Background: an optimization exercise with open tools, aiming at small area, a short achievable clock period and few clock cycles per item. Do not read the settings as production practice. No functional check of the RTL was part of any run shown here. Power and IR drop assume default switching activity.

==> config.mk <==
export PLATFORM = sky130hd
export DESIGN_NAME = carry_select_adder
export DESIGN_NICKNAME = carry_select_adder
export VERILOG_FILES = /design/flow/design.v
export SDC_FILE = /design/flow/constraint.sdc
export NUM_CORES = 4
export LEC_CHECK = 0
export CAP_MARGIN = 20
export CORE_MARGIN = 2
export CORE_UTILIZATION = 40
export SLEW_MARGIN = 20
==> design.v <==
`timescale 1ns/1ns
`default_nettype none
module carry_select_adder #(
    parameter int WIDTH = 64
) (
    input  logic             clk,
    input  logic             arst_n,
    input  logic             in_valid,
    input  logic             cin,
    input  logic [WIDTH-1:0] a,
    input  logic [WIDTH-1:0] b,
    output logic             out_valid,
    output logic             cout,
    output logic [WIDTH-1:0] sum
);
    logic [63:0] p;
    logic [63:0] g0;
    logic [63:0] p0;
    logic [64:0] c;
    logic [63:0] s;
    assign p = a ^ b;
    assign g0 = {a[63:1] & b[63:1], (a[0] & b[0]) | (p[0] & cin)};
    assign p0 = {p[63:1], 1'b0};
    wire g_1_1 = g0[1] | (p0[1] & g0[0]);
    wire p_1_1 = p0[1] & p0[0];
    wire g_1_3 = g0[3] | (p0[3] & g0[2]);
    wire p_1_3 = p0[3] & p0[2];
    wire g_1_5 = g0[5] | (p0[5] & g0[4]);
    wire p_1_5 = p0[5] & p0[4];
    wire g_1_7 = g0[7] | (p0[7] & g0[6]);
    wire p_1_7 = p0[7] & p0[6];
    wire g_1_9 = g0[9] | (p0[9] & g0[8]);
    wire p_1_9 = p0[9] & p0[8];
    wire g_1_11 = g0[11] | (p0[11] & g0[10]);
    wire p_1_11 = p0[11] & p0[10];
    wire g_1_13 = g0[13] | (p0[13] & g0[12]);
    wire p_1_13 = p0[13] & p0[12];
    wire g_1_15 = g0[15] | (p0[15] & g0[14]);
    wire p_1_15 = p0[15] & p0[14];
    wire g_1_17 = g0[17] | (p0[17] & g0[16]);
    wire p_1_17 = p0[17] & p0[16];
    wire g_1_19 = g0[19] | (p0[19] & g0[18]);
    wire p_1_19 = p0[19] & p0[18];
    wire g_1_21 = g0[21] | (p0[21] & g0[20]);
    wire p_1_21 = p0[21] & p0[20];
    wire g_1_23 = g0[23] | (p0[23] & g0[22]);
    wire p_1_23 = p0[23] & p0[22];
    wire g_1_25 = g0[25] | (p0[25] & g0[24]);
    wire p_1_25 = p0[25] & p0[24];
    wire g_1_27 = g0[27] | (p0[27] & g0[26]);
    wire p_1_27 = p0[27] & p0[26];
    wire g_1_29 = g0[29] | (p0[29] & g0[28]);
    wire p_1_29 = p0[29] & p0[28];
    wire g_1_31 = g0[31] | (p0[31] & g0[30]);
    wire p_1_31 = p0[31] & p0[30];
    wire g_1_33 = g0[33] | (p0[33] & g0[32]);
    wire p_1_33 = p0[33] & p0[32];
    wire g_1_35 = g0[35] | (p0[35] & g0[34]);
    wire p_1_35 = p0[35] & p0[34];
    wire g_1_37 = g0[37] | (p0[37] & g0[36]);
    wire p_1_37 = p0[37] & p0[36];
    wire g_1_39 = g0[39] | (p0[39] & g0[38]);
    wire p_1_39 = p0[39] & p0[38];
    wire g_1_41 = g0[41] | (p0[41] & g0[40]);
    wire p_1_41 = p0[41] & p0[40];
    wire g_1_43 = g0[43] | (p0[43] & g0[42]);
    wire p_1_43 = p0[43] & p0[42];
    wire g_1_45 = g0[45] | (p0[45] & g0[44]);
    wire p_1_45 = p0[45] & p0[44];
    wire g_1_47 = g0[47] | (p0[47] & g0[46]);
    wire p_1_47 = p0[47] & p0[46];
    wire g_1_49 = g0[49] | (p0[49] & g0[48]);
    wire p_1_49 = p0[49] & p0[48];
    wire g_1_51 = g0[51] | (p0[51] & g0[50]);
    wire p_1_51 = p0[51] & p0[50];
    wire g_1_53 = g0[53] | (p0[53] & g0[52]);
    wire p_1_53 = p0[53] & p0[52];
    wire g_1_55 = g0[55] | (p0[55] & g0[54]);
    wire p_1_55 = p0[55] & p0[54];
    wire g_1_57 = g0[57] | (p0[57] & g0[56]);
    wire p_1_57 = p0[57] & p0[56];
    wire g_1_59 = g0[59] | (p0[59] & g0[58]);
    wire p_1_59 = p0[59] & p0[58];
    wire g_1_61 = g0[61] | (p0[61] & g0[60]);
    wire p_1_61 = p0[61] & p0[60];
    wire g_1_63 = g0[63] | (p0[63] & g0[62]);
    wire p_1_63 = p0[63] & p0[62];
    wire g_2_2 = g0[2] | (p0[2] & g_1_1);
    wire p_2_2 = p0[2] & p_1_1;
    wire g_2_3 = g_1_3 | (p_1_3 & g_1_1);
    wire p_2_3 = p_1_3 & p_1_1;
    wire g_2_6 = g0[6] | (p0[6] & g_1_5);
    wire p_2_6 = p0[6] & p_1_5;
    wire g_2_7 = g_1_7 | (p_1_7 & g_1_5);
    wire p_2_7 = p_1_7 & p_1_5;
    wire g_2_10 = g0[10] | (p0[10] & g_1_9);
    wire p_2_10 = p0[10] & p_1_9;
    wire g_2_11 = g_1_11 | (p_1_11 & g_1_9);
    wire p_2_11 = p_1_11 & p_1_9;
    wire g_2_14 = g0[14] | (p0[14] & g_1_13);
    wire p_2_14 = p0[14] & p_1_13;
    wire g_2_15 = g_1_15 | (p_1_15 & g_1_13);
    wire p_2_15 = p_1_15 & p_1_13;
    wire g_2_18 = g0[18] | (p0[18] & g_1_17);
    wire p_2_18 = p0[18] & p_1_17;
    wire g_2_19 = g_1_19 | (p_1_19 & g_1_17);
    wire p_2_19 = p_1_19 & p_1_17;
    wire g_2_22 = g0[22] | (p0[22] & g_1_21);
    wire p_2_22 = p0[22] & p_1_21;
    wire g_2_23 = g_1_23 | (p_1_23 & g_1_21);
    wire p_2_23 = p_1_23 & p_1_21;
    wire g_2_26 = g0[26] | (p0[26] & g_1_25);
    wire p_2_26 = p0[26] & p_1_25;
    wire g_2_27 = g_1_27 | (p_1_27 & g_1_25);
    wire p_2_27 = p_1_27 & p_1_25;
    wire g_2_30 = g0[30] | (p0[30] & g_1_29);
    wire p_2_30 = p0[30] & p_1_29;
    wire g_2_31 = g_1_31 | (p_1_31 & g_1_29);
    wire p_2_31 = p_1_31 & p_1_29;
    wire g_2_34 = g0[34] | (p0[34] & g_1_33);
    wire p_2_34 = p0[34] & p_1_33;
    wire g_2_35 = g_1_35 | (p_1_35 & g_1_33);
    wire p_2_35 = p_1_35 & p_1_33;
    wire g_2_38 = g0[38] | (p0[38] & g_1_37);
    wire p_2_38 = p0[38] & p_1_37;
    wire g_2_39 = g_1_39 | (p_1_39 & g_1_37);
    wire p_2_39 = p_1_39 & p_1_37;
    wire g_2_42 = g0[42] | (p0[42] & g_1_41);
    wire p_2_42 = p0[42] & p_1_41;
    wire g_2_43 = g_1_43 | (p_1_43 & g_1_41);
    wire p_2_43 = p_1_43 & p_1_41;
    wire g_2_46 = g0[46] | (p0[46] & g_1_45);
    wire p_2_46 = p0[46] & p_1_45;
    wire g_2_47 = g_1_47 | (p_1_47 & g_1_45);
    wire p_2_47 = p_1_47 & p_1_45;
    wire g_2_50 = g0[50] | (p0[50] & g_1_49);
    wire p_2_50 = p0[50] & p_1_49;
    wire g_2_51 = g_1_51 | (p_1_51 & g_1_49);
    wire p_2_51 = p_1_51 & p_1_49;
    wire g_2_54 = g0[54] | (p0[54] & g_1_53);
    wire p_2_54 = p0[54] & p_1_53;
    wire g_2_55 = g_1_55 | (p_1_55 & g_1_53);
    wire p_2_55 = p_1_55 & p_1_53;
    wire g_2_58 = g0[58] | (p0[58] & g_1_57);
    wire p_2_58 = p0[58] & p_1_57;
    wire g_2_59 = g_1_59 | (p_1_59 & g_1_57);
    wire p_2_59 = p_1_59 & p_1_57;
    wire g_2_62 = g0[62] | (p0[62] & g_1_61);
    wire p_2_62 = p0[62] & p_1_61;
    wire g_2_63 = g_1_63 | (p_1_63 & g_1_61);
    wire p_2_63 = p_1_63 & p_1_61;
    wire g_3_4 = g0[4] | (p0[4] & g_2_3);
    wire p_3_4 = p0[4] & p_2_3;
    wire g_3_5 = g_1_5 | (p_1_5 & g_2_3);
    wire p_3_5 = p_1_5 & p_2_3;
    wire g_3_6 = g_2_6 | (p_2_6 & g_2_3);
    wire p_3_6 = p_2_6 & p_2_3;
    wire g_3_7 = g_2_7 | (p_2_7 & g_2_3);
    wire p_3_7 = p_2_7 & p_2_3;
    wire g_3_12 = g0[12] | (p0[12] & g_2_11);
    wire p_3_12 = p0[12] & p_2_11;
    wire g_3_13 = g_1_13 | (p_1_13 & g_2_11);
    wire p_3_13 = p_1_13 & p_2_11;
    wire g_3_14 = g_2_14 | (p_2_14 & g_2_11);
    wire p_3_14 = p_2_14 & p_2_11;
    wire g_3_15 = g_2_15 | (p_2_15 & g_2_11);
    wire p_3_15 = p_2_15 & p_2_11;
    wire g_3_20 = g0[20] | (p0[20] & g_2_19);
    wire p_3_20 = p0[20] & p_2_19;
    wire g_3_21 = g_1_21 | (p_1_21 & g_2_19);
    wire p_3_21 = p_1_21 & p_2_19;
    wire g_3_22 = g_2_22 | (p_2_22 & g_2_19);
    wire p_3_22 = p_2_22 & p_2_19;
    wire g_3_23 = g_2_23 | (p_2_23 & g_2_19);
    wire p_3_23 = p_2_23 & p_2_19;
    wire g_3_28 = g0[28] | (p0[28] & g_2_27);
    wire p_3_28 = p0[28] & p_2_27;
    wire g_3_29 = g_1_29 | (p_1_29 & g_2_27);
    wire p_3_29 = p_1_29 & p_2_27;
    wire g_3_30 = g_2_30 | (p_2_30 & g_2_27);
    wire p_3_30 = p_2_30 & p_2_27;
    wire g_3_31 = g_2_31 | (p_2_31 & g_2_27);
    wire p_3_31 = p_2_31 & p_2_27;
    wire g_3_36 = g0[36] | (p0[36] & g_2_35);
    wire p_3_36 = p0[36] & p_2_35;
    wire g_3_37 = g_1_37 | (p_1_37 & g_2_35);
    wire p_3_37 = p_1_37 & p_2_35;
    wire g_3_38 = g_2_38 | (p_2_38 & g_2_35);
    wire p_3_38 = p_2_38 & p_2_35;
    wire g_3_39 = g_2_39 | (p_2_39 & g_2_35);
    wire p_3_39 = p_2_39 & p_2_35;
    wire g_3_44 = g0[44] | (p0[44] & g_2_43);
    wire p_3_44 = p0[44] & p_2_43;
    wire g_3_45 = g_1_45 | (p_1_45 & g_2_43);
    wire p_3_45 = p_1_45 & p_2_43;
    wire g_3_46 = g_2_46 | (p_2_46 & g_2_43);
    wire p_3_46 = p_2_46 & p_2_43;
    wire g_3_47 = g_2_47 | (p_2_47 & g_2_43);
    wire p_3_47 = p_2_47 & p_2_43;
    wire g_3_52 = g0[52] | (p0[52] & g_2_51);
    wire p_3_52 = p0[52] & p_2_51;
    wire g_3_53 = g_1_53 | (p_1_53 & g_2_51);
    wire p_3_53 = p_1_53 & p_2_51;
    wire g_3_54 = g_2_54 | (p_2_54 & g_2_51);
    wire p_3_54 = p_2_54 & p_2_51;
    wire g_3_55 = g_2_55 | (p_2_55 & g_2_51);
    wire p_3_55 = p_2_55 & p_2_51;
    wire g_3_60 = g0[60] | (p0[60] & g_2_59);
    wire p_3_60 = p0[60] & p_2_59;
    wire g_3_61 = g_1_61 | (p_1_61 & g_2_59);
    wire p_3_61 = p_1_61 & p_2_59;
    wire g_3_62 = g_2_62 | (p_2_62 & g_2_59);
    wire p_3_62 = p_2_62 & p_2_59;
    wire g_3_63 = g_2_63 | (p_2_63 & g_2_59);
    wire p_3_63 = p_2_63 & p_2_59;
    wire g_4_8 = g0[8] | (p0[8] & g_3_7);
    wire p_4_8 = p0[8] & p_3_7;
    wire g_4_9 = g_1_9 | (p_1_9 & g_3_7);
    wire p_4_9 = p_1_9 & p_3_7;
    wire g_4_10 = g_2_10 | (p_2_10 & g_3_7);
    wire p_4_10 = p_2_10 & p_3_7;
    wire g_4_11 = g_2_11 | (p_2_11 & g_3_7);
    wire p_4_11 = p_2_11 & p_3_7;
    wire g_4_12 = g_3_12 | (p_3_12 & g_3_7);
    wire p_4_12 = p_3_12 & p_3_7;
    wire g_4_13 = g_3_13 | (p_3_13 & g_3_7);
    wire p_4_13 = p_3_13 & p_3_7;
    wire g_4_14 = g_3_14 | (p_3_14 & g_3_7);
    wire p_4_14 = p_3_14 & p_3_7;
    wire g_4_15 = g_3_15 | (p_3_15 & g_3_7);
    wire p_4_15 = p_3_15 & p_3_7;
    wire g_4_24 = g0[24] | (p0[24] & g_3_23);
    wire p_4_24 = p0[24] & p_3_23;
    wire g_4_25 = g_1_25 | (p_1_25 & g_3_23);
    wire p_4_25 = p_1_25 & p_3_23;
    wire g_4_26 = g_2_26 | (p_2_26 & g_3_23);
    wire p_4_26 = p_2_26 & p_3_23;
    wire g_4_27 = g_2_27 | (p_2_27 & g_3_23);
    wire p_4_27 = p_2_27 & p_3_23;
    wire g_4_28 = g_3_28 | (p_3_28 & g_3_23);
    wire p_4_28 = p_3_28 & p_3_23;
    wire g_4_29 = g_3_29 | (p_3_29 & g_3_23);
    wire p_4_29 = p_3_29 & p_3_23;
    wire g_4_30 = g_3_30 | (p_3_30 & g_3_23);
    wire p_4_30 = p_3_30 & p_3_23;
    wire g_4_31 = g_3_31 | (p_3_31 & g_3_23);
    wire p_4_31 = p_3_31 & p_3_23;
    wire g_4_40 = g0[40] | (p0[40] & g_3_39);
    wire p_4_40 = p0[40] & p_3_39;
    wire g_4_41 = g_1_41 | (p_1_41 & g_3_39);
    wire p_4_41 = p_1_41 & p_3_39;
    wire g_4_42 = g_2_42 | (p_2_42 & g_3_39);
    wire p_4_42 = p_2_42 & p_3_39;
    wire g_4_43 = g_2_43 | (p_2_43 & g_3_39);
    wire p_4_43 = p_2_43 & p_3_39;
    wire g_4_44 = g_3_44 | (p_3_44 & g_3_39);
    wire p_4_44 = p_3_44 & p_3_39;
    wire g_4_45 = g_3_45 | (p_3_45 & g_3_39);
    wire p_4_45 = p_3_45 & p_3_39;
    wire g_4_46 = g_3_46 | (p_3_46 & g_3_39);
    wire p_4_46 = p_3_46 & p_3_39;
    wire g_4_47 = g_3_47 | (p_3_47 & g_3_39);
    wire p_4_47 = p_3_47 & p_3_39;
    wire g_4_56 = g0[56] | (p0[56] & g_3_55);
    wire p_4_56 = p0[56] & p_3_55;
    wire g_4_57 = g_1_57 | (p_1_57 & g_3_55);
    wire p_4_57 = p_1_57 & p_3_55;
    wire g_4_58 = g_2_58 | (p_2_58 & g_3_55);
    wire p_4_58 = p_2_58 & p_3_55;
    wire g_4_59 = g_2_59 | (p_2_59 & g_3_55);
    wire p_4_59 = p_2_59 & p_3_55;
    wire g_4_60 = g_3_60 | (p_3_60 & g_3_55);
    wire p_4_60 = p_3_60 & p_3_55;
    wire g_4_61 = g_3_61 | (p_3_61 & g_3_55);
    wire p_4_61 = p_3_61 & p_3_55;
    wire g_4_62 = g_3_62 | (p_3_62 & g_3_55);
    wire p_4_62 = p_3_62 & p_3_55;
    wire g_4_63 = g_3_63 | (p_3_63 & g_3_55);
    wire p_4_63 = p_3_63 & p_3_55;
    wire g_5_16 = g0[16] | (p0[16] & g_4_15);
    wire p_5_16 = p0[16] & p_4_15;
    wire g_5_17 = g_1_17 | (p_1_17 & g_4_15);
    wire p_5_17 = p_1_17 & p_4_15;
    wire g_5_18 = g_2_18 | (p_2_18 & g_4_15);
    wire p_5_18 = p_2_18 & p_4_15;
    wire g_5_19 = g_2_19 | (p_2_19 & g_4_15);
    wire p_5_19 = p_2_19 & p_4_15;
    wire g_5_20 = g_3_20 | (p_3_20 & g_4_15);
    wire p_5_20 = p_3_20 & p_4_15;
    wire g_5_21 = g_3_21 | (p_3_21 & g_4_15);
    wire p_5_21 = p_3_21 & p_4_15;
    wire g_5_22 = g_3_22 | (p_3_22 & g_4_15);
    wire p_5_22 = p_3_22 & p_4_15;
    wire g_5_23 = g_3_23 | (p_3_23 & g_4_15);
    wire p_5_23 = p_3_23 & p_4_15;
    wire g_5_24 = g_4_24 | (p_4_24 & g_4_15);
    wire p_5_24 = p_4_24 & p_4_15;
    wire g_5_25 = g_4_25 | (p_4_25 & g_4_15);
    wire p_5_25 = p_4_25 & p_4_15;
    wire g_5_26 = g_4_26 | (p_4_26 & g_4_15);
    wire p_5_26 = p_4_26 & p_4_15;
    wire g_5_27 = g_4_27 | (p_4_27 & g_4_15);
    wire p_5_27 = p_4_27 & p_4_15;
    wire g_5_28 = g_4_28 | (p_4_28 & g_4_15);
    wire p_5_28 = p_4_28 & p_4_15;
    wire g_5_29 = g_4_29 | (p_4_29 & g_4_15);
    wire p_5_29 = p_4_29 & p_4_15;
    wire g_5_30 = g_4_30 | (p_4_30 & g_4_15);
    wire p_5_30 = p_4_30 & p_4_15;
    wire g_5_31 = g_4_31 | (p_4_31 & g_4_15);
    wire p_5_31 = p_4_31 & p_4_15;
    wire g_5_48 = g0[48] | (p0[48] & g_4_47);
    wire p_5_48 = p0[48] & p_4_47;
    wire g_5_49 = g_1_49 | (p_1_49 & g_4_47);
    wire p_5_49 = p_1_49 & p_4_47;
    wire g_5_50 = g_2_50 | (p_2_50 & g_4_47);
    wire p_5_50 = p_2_50 & p_4_47;
    wire g_5_51 = g_2_51 | (p_2_51 & g_4_47);
    wire p_5_51 = p_2_51 & p_4_47;
    wire g_5_52 = g_3_52 | (p_3_52 & g_4_47);
    wire p_5_52 = p_3_52 & p_4_47;
    wire g_5_53 = g_3_53 | (p_3_53 & g_4_47);
    wire p_5_53 = p_3_53 & p_4_47;
    wire g_5_54 = g_3_54 | (p_3_54 & g_4_47);
    wire p_5_54 = p_3_54 & p_4_47;
    wire g_5_55 = g_3_55 | (p_3_55 & g_4_47);
    wire p_5_55 = p_3_55 & p_4_47;
    wire g_5_56 = g_4_56 | (p_4_56 & g_4_47);
    wire p_5_56 = p_4_56 & p_4_47;
    wire g_5_57 = g_4_57 | (p_4_57 & g_4_47);
    wire p_5_57 = p_4_57 & p_4_47;
    wire g_5_58 = g_4_58 | (p_4_58 & g_4_47);
    wire p_5_58 = p_4_58 & p_4_47;
    wire g_5_59 = g_4_59 | (p_4_59 & g_4_47);
    wire p_5_59 = p_4_59 & p_4_47;
    wire g_5_60 = g_4_60 | (p_4_60 & g_4_47);
    wire p_5_60 = p_4_60 & p_4_47;
    wire g_5_61 = g_4_61 | (p_4_61 & g_4_47);
    wire p_5_61 = p_4_61 & p_4_47;
    wire g_5_62 = g_4_62 | (p_4_62 & g_4_47);
    wire p_5_62 = p_4_62 & p_4_47;
    wire g_5_63 = g_4_63 | (p_4_63 & g_4_47);
    wire p_5_63 = p_4_63 & p_4_47;
    wire g_6_32 = g0[32] | (p0[32] & g_5_31);
    wire p_6_32 = p0[32] & p_5_31;
    wire g_6_33 = g_1_33 | (p_1_33 & g_5_31);
    wire p_6_33 = p_1_33 & p_5_31;
    wire g_6_34 = g_2_34 | (p_2_34 & g_5_31);
    wire p_6_34 = p_2_34 & p_5_31;
    wire g_6_35 = g_2_35 | (p_2_35 & g_5_31);
    wire p_6_35 = p_2_35 & p_5_31;
    wire g_6_36 = g_3_36 | (p_3_36 & g_5_31);
    wire p_6_36 = p_3_36 & p_5_31;
    wire g_6_37 = g_3_37 | (p_3_37 & g_5_31);
    wire p_6_37 = p_3_37 & p_5_31;
    wire g_6_38 = g_3_38 | (p_3_38 & g_5_31);
    wire p_6_38 = p_3_38 & p_5_31;
    wire g_6_39 = g_3_39 | (p_3_39 & g_5_31);
    wire p_6_39 = p_3_39 & p_5_31;
    wire g_6_40 = g_4_40 | (p_4_40 & g_5_31);
    wire p_6_40 = p_4_40 & p_5_31;
    wire g_6_41 = g_4_41 | (p_4_41 & g_5_31);
    wire p_6_41 = p_4_41 & p_5_31;
    wire g_6_42 = g_4_42 | (p_4_42 & g_5_31);
    wire p_6_42 = p_4_42 & p_5_31;
    wire g_6_43 = g_4_43 | (p_4_43 & g_5_31);
    wire p_6_43 = p_4_43 & p_5_31;
    wire g_6_44 = g_4_44 | (p_4_44 & g_5_31);
    wire p_6_44 = p_4_44 & p_5_31;
    wire g_6_45 = g_4_45 | (p_4_45 & g_5_31);
    wire p_6_45 = p_4_45 & p_5_31;
    wire g_6_46 = g_4_46 | (p_4_46 & g_5_31);
    wire p_6_46 = p_4_46 & p_5_31;
    wire g_6_47 = g_4_47 | (p_4_47 & g_5_31);
    wire p_6_47 = p_4_47 & p_5_31;
    wire g_6_48 = g_5_48 | (p_5_48 & g_5_31);
    wire p_6_48 = p_5_48 & p_5_31;
    wire g_6_49 = g_5_49 | (p_5_49 & g_5_31);
    wire p_6_49 = p_5_49 & p_5_31;
    wire g_6_50 = g_5_50 | (p_5_50 & g_5_31);
    wire p_6_50 = p_5_50 & p_5_31;
    wire g_6_51 = g_5_51 | (p_5_51 & g_5_31);
    wire p_6_51 = p_5_51 & p_5_31;
    wire g_6_52 = g_5_52 | (p_5_52 & g_5_31);
    wire p_6_52 = p_5_52 & p_5_31;
    wire g_6_53 = g_5_53 | (p_5_53 & g_5_31);
    wire p_6_53 = p_5_53 & p_5_31;
    wire g_6_54 = g_5_54 | (p_5_54 & g_5_31);
    wire p_6_54 = p_5_54 & p_5_31;
    wire g_6_55 = g_5_55 | (p_5_55 & g_5_31);
    wire p_6_55 = p_5_55 & p_5_31;
    wire g_6_56 = g_5_56 | (p_5_56 & g_5_31);
    wire p_6_56 = p_5_56 & p_5_31;
    wire g_6_57 = g_5_57 | (p_5_57 & g_5_31);
    wire p_6_57 = p_5_57 & p_5_31;
    wire g_6_58 = g_5_58 | (p_5_58 & g_5_31);
    wire p_6_58 = p_5_58 & p_5_31;
    wire g_6_59 = g_5_59 | (p_5_59 & g_5_31);
    wire p_6_59 = p_5_59 & p_5_31;
    wire g_6_60 = g_5_60 | (p_5_60 & g_5_31);
    wire p_6_60 = p_5_60 & p_5_31;
    wire g_6_61 = g_5_61 | (p_5_61 & g_5_31);
    wire p_6_61 = p_5_61 & p_5_31;
    wire g_6_62 = g_5_62 | (p_5_62 & g_5_31);
    wire p_6_62 = p_5_62 & p_5_31;
    wire g_6_63 = g_5_63 | (p_5_63 & g_5_31);
    wire p_6_63 = p_5_63 & p_5_31;
    assign c[0] = cin;
    assign c[1] = g0[0];
    assign c[2] = g_1_1;
    assign c[3] = g_2_2;
    assign c[4] = g_2_3;
    assign c[5] = g_3_4;
    assign c[6] = g_3_5;
    assign c[7] = g_3_6;
    assign c[8] = g_3_7;
    assign c[9] = g_4_8;
    assign c[10] = g_4_9;
    assign c[11] = g_4_10;
    assign c[12] = g_4_11;
    assign c[13] = g_4_12;
    assign c[14] = g_4_13;
    assign c[15] = g_4_14;
    assign c[16] = g_4_15;
    assign c[17] = g_5_16;
    assign c[18] = g_5_17;
    assign c[19] = g_5_18;
    assign c[20] = g_5_19;
    assign c[21] = g_5_20;
    assign c[22] = g_5_21;
    assign c[23] = g_5_22;
    assign c[24] = g_5_23;
    assign c[25] = g_5_24;
    assign c[26] = g_5_25;
    assign c[27] = g_5_26;
    assign c[28] = g_5_27;
    assign c[29] = g_5_28;
    assign c[30] = g_5_29;
    assign c[31] = g_5_30;
    assign c[32] = g_5_31;
    assign c[33] = g_6_32;
    assign c[34] = g_6_33;
    assign c[35] = g_6_34;
    assign c[36] = g_6_35;
    assign c[37] = g_6_36;
    assign c[38] = g_6_37;
    assign c[39] = g_6_38;
    assign c[40] = g_6_39;
    assign c[41] = g_6_40;
    assign c[42] = g_6_41;
    assign c[43] = g_6_42;
    assign c[44] = g_6_43;
    assign c[45] = g_6_44;
    assign c[46] = g_6_45;
    assign c[47] = g_6_46;
    assign c[48] = g_6_47;
    assign c[49] = g_6_48;
    assign c[50] = g_6_49;
    assign c[51] = g_6_50;
    assign c[52] = g_6_51;
    assign c[53] = g_6_52;
    assign c[54] = g_6_53;
    assign c[55] = g_6_54;
    assign c[56] = g_6_55;
    assign c[57] = g_6_56;
    assign c[58] = g_6_57;
    assign c[59] = g_6_58;
    assign c[60] = g_6_59;
    assign c[61] = g_6_60;
    assign c[62] = g_6_61;
    assign c[63] = g_6_62;
    assign c[64] = g_6_63;
    assign s = p ^ c[63:0];
    always_ff @(posedge clk or negedge arst_n)
    begin
        if (!arst_n)
        begin
            out_valid <= 1'b0;
        end
        else
        begin
            out_valid <= in_valid;
        end
    end
    always_ff @(posedge clk)
    begin
        {cout, sum} <= {c[64], s};
    end
endmodule
`default_nettype wire
==> flow/run.sh <==
#!/bin/bash
# Standard layout, but the port buffers are plain buf cells instead of the
# delay buffer buffer_ports picks by itself.
set -euo pipefail
cd "$(dirname "$0")/.."
export BUFFER_PORTS_ARGS="-buffer_cell ${PORT_BUF:-sky130_fd_sc_hd__buf_2}"
bash standard.sh > standard_flow.log 2>&1
==> constraint.sdc <==
create_clock -name core_clock -period 3.5 [get_ports {clk}]
set_input_delay 0.7000 -clock core_clock [delete_from_list [all_inputs] [get_ports {clk}]]
set_output_delay 0.7000 -clock core_clock [all_outputs]
set_load 0.01 [all_outputs]
==> standard.sh <==
#!/bin/bash
# synth_recipe.tcl (not shown) runs the flow's synth.tcl, then flattens the netlist and writes it again
# the make line also repeats each setting of config.mk as NAME=value (left out here)
make -C /OpenROAD-flow-scripts/flow DESIGN_CONFIG=/design/flow/config.mk WORK_HOME=/design/flow/orfs CLKGATE_MAP_FILE= SYNTH_SCRIPT=/design/flow/synth_recipe.tcl "${@:-finish}"
==> summary.txt, run 1 <==
GRT
  • Routing usage on met2: 0.337
  • Met3 usage: 0.0488
  • Initial antenna violation count: 0
  • First-pass GRT wire length: 18.0 mm
  • Grt ovf: 0
  • Met1 Resource Use GR: 0.226
  • Most Used Layer, Global Route: met2
  • Pin count of the biggest net entering global routing: 12
  • Number of global-route vias before repair: 4029
  • GRT Overall Usage: 0.194

Finish
  • Area grow syn2layout: 31.9%
  • Ant diodes: 0
  • Filler Cell Count: 1051
  • Nets: 888
  • Layout cells sized above 1: 0.353
  • Layout Cells excl Fill: 832
  • Final Cell Area: 5750 sq um

Timing
  • Worst-margin pin slew: 0.713 ns
  • Pins Over Slew Limit: 0
  • Fin crit share: 0.901
  • Min Tclk post-route: 3.15 ns
  • Fmax: 317 MHz
  • Final setup violation count: 0
  • Final hold viol count: 0
  • Slew headroom: 0.523
  • Final hold slack: 0.113 ns
  • RSZ-0062 raised after global routing: no

Worst setup path
  • Critical Path RT: 3.74 ns
  • Worst path max stage delay: 0.59 ns
  • CP dominant cell by count: fa_1
  • Setup CP Type: input pin to flip-flop
  • Slowest-stage cell, CP: o41ai_4
  • CP max FO: 9
  • CP Launch Type: input pin
  • Crit path DAT: 3.39 ns
  • Critical path endpoint category: flip-flop
  • Worst path cell trace: buf_2 > inv_1 > fa_1 > inv_1 > fa_1 > a211oi_1 > o21ai_2 > a21boi_2 > o41ai_4 > a31oi_1 > nand2_1 > fa_1

Route
  • Vias per inst: 5.09
  • DRC errors left: 0
  • Final ANT Viol Nets: 0
  • Final wirelength: 11.4 mm
  • Drt pass-1 iters: 4
  • Vias: 4239
  • DRT iter0 DRCs: 156
  • DR WL/cell: 13.7 um

Synthesis
  • Yosys cell types: 64
  • Post-synth EDFFs: 0
  • Yosys Warn Count: 1
  • Mapped Area: 4360 sq um
  • Ys async rst share: 0.0152
  • Post-synth top flop: dfxtp_1
  • Yosys reg bits: 66
  • Syn Inst Count: 475
  • Syn Nets: 676
  • Synth Area per Inst: 9.19 sq um
  • Register area share after synthesis: 0.304

Power
  • P_leak: 2.85 nW
  • Largest vdd supply drop: 0.258 mV
  • Power Density: 432 nW/um^2

Floorplanning
  • Initial core utilization: 0.406
  • Die Wd: 108 um
  • Top Ports: 198
  • Chip height: 108 um
  • Core area: 10700 sq um
  • Die area: 11800 sq um
  • Rows: 38

Outcome
  • Outcome: finished clean

Clock network
  • CTS tree: built
  • Root Driver: clkbuf_8
  • Post_cts resized: 0
  • CTS sink cnt: 66
  • Clock Path Buffers: 2
  • Clock Pin Slew Worst Setup and Hold Paths: 0.07 ns
  • Number of buffers created by CTS: 9
  • H-tree depth: 3

Placement
  • DP Cell Count: 816
  • GPL Wtd Cong: 0.804
  • Dpl cell area: 5560 sq um
  • IO buf count: 197
  • DP Wirelength: 9.57 mm

Flow run
  • MaxCap Viol Count: 0

Worst hold path
  • HP Class: input pin to async pin
## layer usage
metal / share of wire / wire [um] / up-vias
met4: 0.022 / 250 / 0
met5: 0 / 0 / -
met3: 0.071 / 813 / 19
met2: 0.48 / 5460 / 147
met1: 0.43 / 4910 / 1899
li1: - / - / 2174
## where the power goes
| group | switching [mW] | internal [mW] | leakage, nW |
|---|---|---|---|
| logic | 0.491 | 0.419 | 2.20 |
| clock network | 0.310 | 0.313 | 0.0944 |
| registers | 0.0400 | 0.916 | 0.560 |
| total | 0.841 | 1.65 | 2.85 |
## critical path: cells and delay by family
kind	cells	cell delay, ns
AO/OA/AOI/OAI	5	1.22
buffers and inverters	3	0.22
adder cells (fa/ha/maj)	3	1.04
AND/OR/NAND/NOR	1	0.19
## through the flow
stage | power, mW | utilization | worst slack [ns] | setup TNS [ns]
after floorplan | 1.53 | - | 0.304 | 0
after global placement | 1.88 | 0.518 | -0.152 | -1.06
after detailed placement | 1.89 | 0.518 | -0.213 | -1.89
after CTS | 2.53 | 0.536 | 0.174 | 0
after global routing | 2.67 | 0.536 | 0.0753 | 0
final | 2.49 | 0.536 | 0.345 | 0
## placed cells by master (no fill, tap or decap), types with 3 or more instances in the layout
master	netlist	routed
a21o_1	10	10
a21oi_1	36	36
a22oi_1	3	3
a31oi_1	6	6
and2_1	7	7
and3_1	3	3
buf_2	1	197
buf_4	0	7
clkbuf_8	0	12
dfxtp_1	65	65
fa_1	7	7
ha_1	62	62
inv_1	30	30
nand2_1	24	24
nand3_1	11	11
nand4_1	8	8
nor2_1	35	35
nor2b_1	3	3
nor3_1	17	17
nor4_1	6	6
o211a_1	3	3
o211ai_1	7	7
o21a_1	5	5
o21ai_0	17	17
o21ai_2	4	4
or2_2	4	4
or3_1	4	4
xnor2_1	30	30
xor2_1	12	12
## logic make-up after synthesis
| family | Yosys count | synth area share |
|---|---|---|
| simple gates | 132 | 0.150 |
| compound gates | 133 | 0.223 |
| xor+xnor | 42 | 0.0843 |
| fa+ha+maj | 69 | 0.210 |
| buf+inv | 33 | 0.0287 |
| flops | 66 | 0.304 |
## final timing paths
path / startpoint / end / slack [ns] / cells after the start
hold / removal: arst_n / out_valid$_DFF_PN0_ / 0.11 / 1
max in group asynchronous: arst_n / out_valid$_DFF_PN0_ / 3.30 / 1
min in group core_clock: in_valid / out_valid$_DFF_PN0_ / 0.45 / 1
setup / recovery: a[0] / sum[32]$_DFF_P_ / 0.35 / 12
## layout make-up
| cell class | count | area [sq um] | share of cell area |
|---|---|---|---|
| Clock buffer | 12 | 165 | 0.0287 |
| Sequential cell | 66 | 1330 | 0.230 |
| Tap cell | 140 | 175 | 0.0304 |
| Inverter | 30 | 113 | 0.0196 |
| Timing Repair Buffer | 204 | 1040 | 0.180 |
| Clock inverter | 4 | 25.0 | 0.00435 |
| Multi-Input combinational cell | 376 | 2910 | 0.506 |
## synth_stat cells (3+ instances only)
cell type | count | area, sq um
a21o_1 | 10 | 75.1
a21oi_1 | 36 | 180
a22oi_1 | 3 | 22.5
a31oi_1 | 6 | 37.5
and2_1 | 7 | 43.8
and3_1 | 3 | 18.8
dfxtp_1 | 65 | 1300
fa_1 | 7 | 140
ha_1 | 62 | 776
inv_1 | 30 | 113
nand2_1 | 24 | 90.1
nand3_1 | 11 | 55.1
nand4_1 | 8 | 50.1
nor2_1 | 35 | 131
nor2b_1 | 3 | 18.8
nor3_1 | 17 | 85.1
nor4_1 | 6 | 37.5
o211a_1 | 3 | 30.0
o211ai_1 | 7 | 52.6
o21a_1 | 5 | 37.5
o21ai_0 | 17 | 85.1
o21ai_2 | 4 | 35.0
or2_2 | 4 | 25.0
or3_1 | 4 | 25.0
xnor2_1 | 30 | 263
xor2_1 | 12 | 105
## sequential cells by signal, indices dropped and copies added, names as in the netlist
signal     cells
cout           1
out_valid      1
sum           64
## timing repair
action / CTS / global route
buffers inserted: 0 / 0
hold buffers: 0 / 0
endpoints found under the setup margin: 0 / 1
==> run 2, diff against run 1 <==
--- a/flow/run.sh
+++ b/flow/run.sh
@@ -6,2 +6,3 @@
 export BUFFER_PORTS_ARGS="-buffer_cell ${PORT_BUF:-sky130_fd_sc_hd__buf_2}"
+export ADDER_MAP_FILE=
 bash standard.sh > standard_flow.log 2>&1
==> summary.txt, run 2 <==
Outcome
  • Outcome: finished clean

Worst setup path
  • Crit path DAT: 3.37 ns (-0.02 ns)
  • Setup CP Type: input pin to flip-flop
  • CP max FO: 9 (unchanged)
  • Critical Path RT: 3.71 ns (-0.03 ns)
  • CP Launch Type: input pin
  • Critical path endpoint category: flip-flop

Timing
  • Worst-margin pin slew: 0.544 ns (-0.169 ns)
  • Min Tclk post-route: 3.16 ns (+0.00177 ns)
  • Slew headroom: 0.636 (+0.113)
  • Fin crit share: 0.902 (about the same)
  • Final hold slack: 0.128 ns (+0.0150 ns)
  • RSZ-0062 raised after global routing: no
  • Final setup violation count: 0 (unchanged)
  • Fmax: 317 MHz (about the same)
  • Pins Over Slew Limit: 0 (unchanged)
  • Final hold viol count: 0 (unchanged)

Route
  • Final wirelength: 11.5 mm (+0.98%)
  • Drt pass-1 iters: 5 (+1)
  • DR WL/cell: 13.5 um (-1.9%)
  • DRC errors left: 0 (unchanged)
  • DRT iter0 DRCs: 200 (+28%)
  • Vias per inst: 5.13 (+0.70%)
  • Final ANT Viol Nets: 0 (unchanged)
  • Vias: 4392 (+3.6%)

Synthesis
  • Ys async rst share: 0.0152 (unchanged)
  • Most frequent cells after synthesis: xnor2_1 (108), dfxtp_1 (65), nand2_1 (27)
  • Mapped Area: 4470 sq um (+2.4%)
  • Post-synth top flop: dfxtp_1
  • Leading area contributor after synthesis: dfxtp_1
  • Top post-synthesis cells by area: dfxtp_1 (29%), xnor2_1 (21%), maj3_1 (5.8%), maj3_2 (3.3%), xor2_1 (2.7%)
  • Yosys reg bits: 66 (unchanged)
  • Syn Nets: 626 (-7.4%)
  • Post-synth top area share: 0.291 (-0.00685)
  • Post-synth EDFFs: 0 (unchanged)
  • Register area share after synthesis: 0.297 (-0.00698)
  • Yosys Warn Count: 1 (unchanged)
  • Count leader, synth: xnor2_1
  • Yosys cell types: 71 (+11%)
  • Synth Area per Inst: 9.04 sq um (-1.6%)
  • Syn Inst Count: 494 (+4.0%)

Floorplanning
  • Core area: 10900 sq um (+1.3%)
  • Chip height: 110 um (+1.1%)
  • Initial core utilization: 0.410 (+0.00410)
  • Die Wd: 110 um (+1.1%)
  • Top Ports: 198 (unchanged)
  • Die area: 12000 sq um (+2.3%)
  • Rows: 38 (unchanged)

GRT
  • Grt ovf: 0 (unchanged)
  • First-pass GRT wire length: 18.2 mm (+1.2%)
  • GRT Overall Usage: 0.189 (-0.00534)
  • Pin count of the biggest net entering global routing: 11 (-1)
  • Initial antenna violation count: 0 (unchanged)
  • Number of global-route vias before repair: 4284 (+6.3%)

Placement
  • IO buf count: 197 (unchanged)
  • Dpl cell area: 5700 sq um (+2.5%)
  • DP Wirelength: 9.72 mm (+1.5%)
  • GPL Wtd Cong: 0.874 (+8.7%)

Power
  • Clock share of power: 0.240 (-0.010)
  • P_leak: 2.51 nW (-12%)
  • Largest vdd supply drop: 0.195 mV (-24%)
  • P_sw: 810 uW (-3.7%)
  • Power Density: 421 nW/um^2 (-2.6%)
  • Int Pwr: 1.67 mW (+1.4%)
  • Seq pwr share: 0.387 (+0.003)
  • Logic pwr share: 0.373 (+0.007)
  • Switching Share: 0.327 (-0.0114)

Clock network
  • Clock Path Buffers: 2 (unchanged)
  • CTS tree: built
  • Number of buffers created by CTS: 9 (unchanged)
  • CTS sink cnt: 66 (unchanged)
  • Post_cts resized: 0 (unchanged)
  • H-tree depth: 3 (unchanged)
  • Clock Pin Slew Worst Setup and Hold Paths: 0.07 ns (about the same)
  • Setup Fix Bufs, Post-CTS: 0 (unchanged)
  • Root Driver: clkbuf_8
  • # hold bufs at CTS: 0 (unchanged)

Finish
  • Number of flip-flops in the largest register: 64 (unchanged)
  • Ant diodes: 0 (unchanged)
  • Final Cell Area: 5890 sq um (+2.3%)
  • Core Util, Final: 0.541 (+0.00505)
  • Commonest non-fill, non-tap cell in the layout: buf_2
  • Area grow syn2layout: 31.8% (about the same)
  • Most frequent cells in the layout: buf_2 (197), xnor2_1 (108), dfxtp_1 (65)
  • Layout cells sized above 1: 0.365 (+0.0119)
  • Nets: 843 (-5.1%)

Flow run
  • MaxCap Viol Count: 0 (unchanged)

Worst hold path
  • HP Class: input pin to async pin
==> run 2: cell count changes after synthesis, sizes merged, moves of 6 or more <==
cell,before,now
a21oi,37,25
fa,7,0
ha,62,0
inv,30,22
maj3,0,39
nand4,8,2
nor2,36,21
o21ai,23,16
xnor2,30,108
==> run 2: logic make-up after synthesis <==
kind of cell	after synthesis	synth area share
xor gates and xnor gates	122	0.239
and+or+nand+nor	116	0.137
adders and majority gates	39	0.0911
buffers and inverters	27	0.0249
AOI/OAI and AO/OA	124	0.211
DFF	66	0.297
==> run 2: critical path: stages <==
cell      delay, ns
buf_2          0.12
xor2_1         0.18
or3b_1         0.42
or3b_1         0.40
nor3_2         0.14
nor3_2         0.08
a21o_4         0.22
o21ai_2        0.40
nand4b_1       0.21
a211oi_1       0.37
a221oi_2       0.12
==> run 2: metrics by stage <==
stage               setup TNS [ns]  setup slack, ns  cells  total power, mW
global route                     0            0.129    856             2.65
detailed placement         -0.0671          -0.0269    840             1.91
floorplan                        0            0.334    494             1.51
global placement                 0           0.0386    840             1.89
finish                           0            0.343    856             2.48
CTS                              0            0.332    856             2.52
==> run 2: cell type report <==
class,count,area (sq um)
inverter,22,82.6
fill,1076,5000
clock inverter,2,10.0
timing repair buffer,211,1090
multi-input combinational,401,3030
sequential,66,1330
clock buffer,14,173
tap,140,175
==> run 2: metal layers <==
layer  global-route usage  up-vias  share of wire  wire (um)
li1                     -     2237              -          -
met5                    0        -              0          0
met1                0.222     1988           0.43       4970
met4               0.0778        0          0.020        236
met3               0.0397       20          0.066        765
met2                0.332      147           0.48       5570
==> run 2: final timing paths <==
check / end / cells after the start / slack [ns] / start
min: out_valid$_DFF_PN0_ / 1 / 0.13 / arst_n
max: sum[58]$_DFF_P_ / 11 / 0.34 / b[24]
min in group core_clock: out_valid$_DFF_PN0_ / 1 / 0.48 / in_valid
max in group asynchronous: out_valid$_DFF_PN0_ / 1 / 3.29 / arst_n
==> run 2: power groups by stage <==
stage / clock (mW) / sequential (mW) / combinational, mW
after floorplan: 0 / 1.06 / 0.447
after global placement: 0 / 0.972 / 0.918
after detailed placement: 0 / 0.978 / 0.930
after CTS: 0.623 / 0.962 / 0.934
after global routing: 0.654 / 0.974 / 1.02
final: 0.596 / 0.959 / 0.925
==> run 3, diff against run 2 <==
--- a/config.mk
+++ b/config.mk
@@ -7,2 +7,3 @@
 export LEC_CHECK = 0
+export ABC_AREA = 1
 export CAP_MARGIN = 20
==> summary.txt, run 3 <==
Finish
  • Layout cells sized above 1: 0.249 (-0.115)
  • Number of flip-flops in the largest register: 64 (unchanged)
  • Nets: 1263 (+50%)
  • Layout Cells excl Fill: 1309 (+53%)
  • Most frequent cells in the layout: nand2_1 (314), buf_2 (197), inv_1 (152)
  • Area grow syn2layout: 28.6%
  • Commonest non-fill, non-tap cell in the layout: nand2_1

Synthesis
  • Yosys Warn Count: 1 (unchanged)
  • Most frequent cells after synthesis: nand2_1 (314), inv_1 (152), nor2_1 (140)
  • Top post-synthesis cells by area: dfxtp_1 (25%), nand2_1 (23%), inv_1 (11%), nor2_1 (10%), nand3_1 (5.6%)
  • Synth Area per Inst: 5.59 sq um (-38%)
  • Count leader, synth: nand2_1
  • Post-synth top area share: 0.251 (-0.0402)
  • Yosys cell types: 34 (-52%)
  • Post-synth EDFFs: 0 (unchanged)
  • Register area share after synthesis: 0.256 (-0.0410)
  • Leading area contributor after synthesis: dfxtp_1
  • Syn Nets: 1058 (+69%)
  • Syn Inst Count: 926 (+87%)
  • Ys async rst share: 0.0152 (unchanged)
  • Yosys reg bits: 66 (unchanged)
  • Mapped Area: 5180 sq um (+16%)
  • Post-synth top flop: dfxtp_1

Clock network
  • CTS sink cnt: 66 (unchanged)
  • Clock Pin Slew Worst Setup and Hold Paths: 0.06 ns (about the same)
  • H-tree depth: 3 (unchanged)
  • Clock Path Buffers: 2 (unchanged)
  • Number of buffers created by CTS: 9 (unchanged)
  • # hold bufs at CTS: 0 (unchanged)
  • CTS tree: built
  • Root Driver: clkbuf_16
  • Setup Fix Bufs, Post-CTS: 0 (unchanged)
  • Post_cts resized: 0 (unchanged)

GRT
  • First-pass GRT wire length: 23.0 mm (+27%)
  • Initial antenna violation count: 1 (+1)
  • Number of global-route vias before repair: 5389 (+26%)
  • Pin count of the biggest net entering global routing: 34 (+23)
  • GRT Overall Usage: 0.201 (+0.0117)
  • Grt ovf: 0 (unchanged)

Floorplanning
  • Rows: 41 (+7.9%)
  • Die Wd: 118 um (+7.4%)
  • Core area: 12600 sq um (+16%)
  • Die area: 13900 sq um (+15%)
  • Top Ports: 198 (unchanged)
  • Chip height: 118 um (+7.4%)
  • Initial core utilization: 0.410 (about the same)

Timing
  • Fmax: 440 MHz (+39%)
  • Final hold viol count: 0 (unchanged)
  • Final setup violation count: 0 (unchanged)
  • Slew headroom: 0.686 (+0.0493)
  • Fin crit share: 0.649 (-0.253)
  • Final hold slack: 0.124 ns (-0.00355 ns)
  • Total negative slack: 0 ns (unchanged)
  • RSZ-0062 raised after global routing: no
  • Min Tclk post-route: 2.27 ns (-0.885 ns)
  • Pins Over Slew Limit: 0 (unchanged)
  • Worst-margin pin slew: 0.467 ns (-0.0770 ns)

Power
  • Power Density: 415 nW/um^2 (-1.5%)
  • Largest vdd supply drop: 0.195 mV (about the same)
  • P_leak: 4.08 nW (+63%)

Route
  • Final wirelength: 13.3 mm (+16%)
  • DR WL/cell: 10.2 um (-24%)
  • Vias: 5817 (+32%)
  • DRC errors left: 0 (unchanged)
  • Vias per inst: 4.44 (-13%)
  • Drt pass-1 iters: 4 (-1)
  • DRT iter0 DRCs: 247 (+24%)
  • Final ANT Viol Nets: 0 (unchanged)

Worst setup path
  • Worst path cell trace: buf_2 > nand2_1 > inv_1 > nor2_1 > a21oi_1 > o21ai_0 > a21oi_1 > nand2_4 > a21boi_0 > nand3_1 > nand2_1
  • Setup CP Type: input pin to flip-flop
  • Critical path endpoint category: flip-flop
  • Critical path origin: a[41]
  • Slowest-stage cell, CP: o21ai_0
  • Critical Path RT: 3.73 ns (+0.02 ns)
  • Worst path max stage delay: 0.41 ns (about the same)
  • CP max FO: 17 (+8)
  • CP Launch Type: input pin
  • Crit path DAT: 2.50 ns (-0.87 ns)

Placement
  • GPL Wtd Cong: 0.862 (-1.3%)
  • DP Wirelength: 10.9 mm (+12%)
  • DP Cell Count: 1292 (+54%)
  • IO buf count: 197 (unchanged)

Outcome
  • Outcome: finished clean

Worst hold path
  • HP Class: input pin to async pin

Flow run
  • MaxCap Viol Count: 0 (unchanged)
-- run 3: changes by cell type after synthesis, moves of 26 or more --
| cell | change |
|---|---|
| nand3_1 | +51 |
| nor2_1 | +119 |
| xnor2_1 | -100 |
| maj3_1 | -26 |
| nand2_1 | +287 |
| inv_1 | +130 |
-- run 3: kinds of logic (layout without fill, tap and decap cells) --
kind of cell,after synthesis,count (layout),share of synthesized area
buf+inv,164,374,0.127
compound gates,94,94,0.105
simple gates,578,578,0.470
xor+xnor,24,24,0.0420
other cells,0,1,0
flops,66,66,0.256
-- run 3: worst max path at each step --
stage | to | slack [ns] | cells after the start
5_1_grt | sum[54]$_DFF_P_ | 0.93 | 15
4_1_cts | sum[54]$_DFF_P_ | 1.24 | 15
3_5_place_dp | sum[49]$_DFF_P_ | 0.90 | 11
6_report | sum[49]$_DFF_P_ | 1.23 | 11
2_1_floorplan | sum[52]$_DFF_P_ | 1.40 | 16
3_3_place_gp | sum[45]$_DFF_P_ | 0.90 | 13
-- run 3: final cells by class --
cell class | count | area (sq um)
Antenna cell | 1 | 2.50
Clock buffer | 10 | 239
Clock inverter | 6 | 90.1
Fill cell | 1381 | 5960
Inverter | 160 | 601
Multi-Input combinational cell | 696 | 3200
Sequential cell | 66 | 1330
Tap cell | 172 | 215
Timing Repair Buffer | 198 | 993
-- run 3: through the flow --
step                power [mW]  setup WS, ns  cell area, sq um   util
floorplan                 1.49          1.40              5180      -
global placement          1.78         0.898              6330  0.502
detailed placement        1.79         0.901              6330  0.502
CTS                       2.80          1.24              6660  0.528
global route              2.96         0.926              6660  0.528
finish                    2.77          1.23              6660  0.528
-- run 3: worst max-delay path: cells and delay by family --
kind,cells,cell delay (ns)
AO/OA/AOI/OAI,4,0.92
AND/OR/NAND/NOR,5,0.72
buffers and inverters,2,0.15
-- run 3: power breakdown --
part / leakage, nW / internal (mW) / switching (mW)
logic: 3.36 / 0.332 / 0.525
clock network: 0.159 / 0.644 / 0.356
registers: 0.560 / 0.879 / 0.0289
total: 4.08 / 1.86 / 0.910
-- run 3: per-layer routing --
layer,GRT usage,vias up,wire length [um]
met2,0.335,137,6040
met1,0.241,2415,6130
met4,0.103,0,435
li1,-,3238,-
met3,0.0446,27,735
met5,0,-,0

==> afterwards: timing with drivers on the ports <==
In the flow no input, the clock included, has a driving cell. The finished layouts below were timed again as built, in two steps.
Step 1 assumes that a clkbuf_16 drives the clock port and a buf_2 every other input.
Step 2 times the ports against the registers' clock, not the clock port: input delays grow and output delays shrink by t, the midpoint of the rising clock arrivals with the driver on.
a / b / c = ideal ports / drivers / drivers and shift; a / b = the first two.
| run | t (ns) | setup slack, ns | hold slack, ns | latest minus earliest clock arrival (ns) |
|---|---|---|---|---|
| run 1 | 0.384 | 0.345 / 0.355 / -0.029 | 0.113 / 0.105 / 0.489 | 0.011 / 0.012 |
| run 2 | 0.366 | 0.343 / 0.356 / -0.011 | 0.128 / 0.118 / 0.484 | 0.007 / 0.007 |
| run 3 | 0.379 | 1.228 / 1.252 / 0.873 | 0.124 / 0.105 / 0.484 | 0.008 / 0.008 |
Met with ideal ports but missed after step 2: setup timing in run 1 and run 2. The setup slack of run 1, which loses most, moves by +0.010 ns with the drivers and by -0.374 ns with both steps.
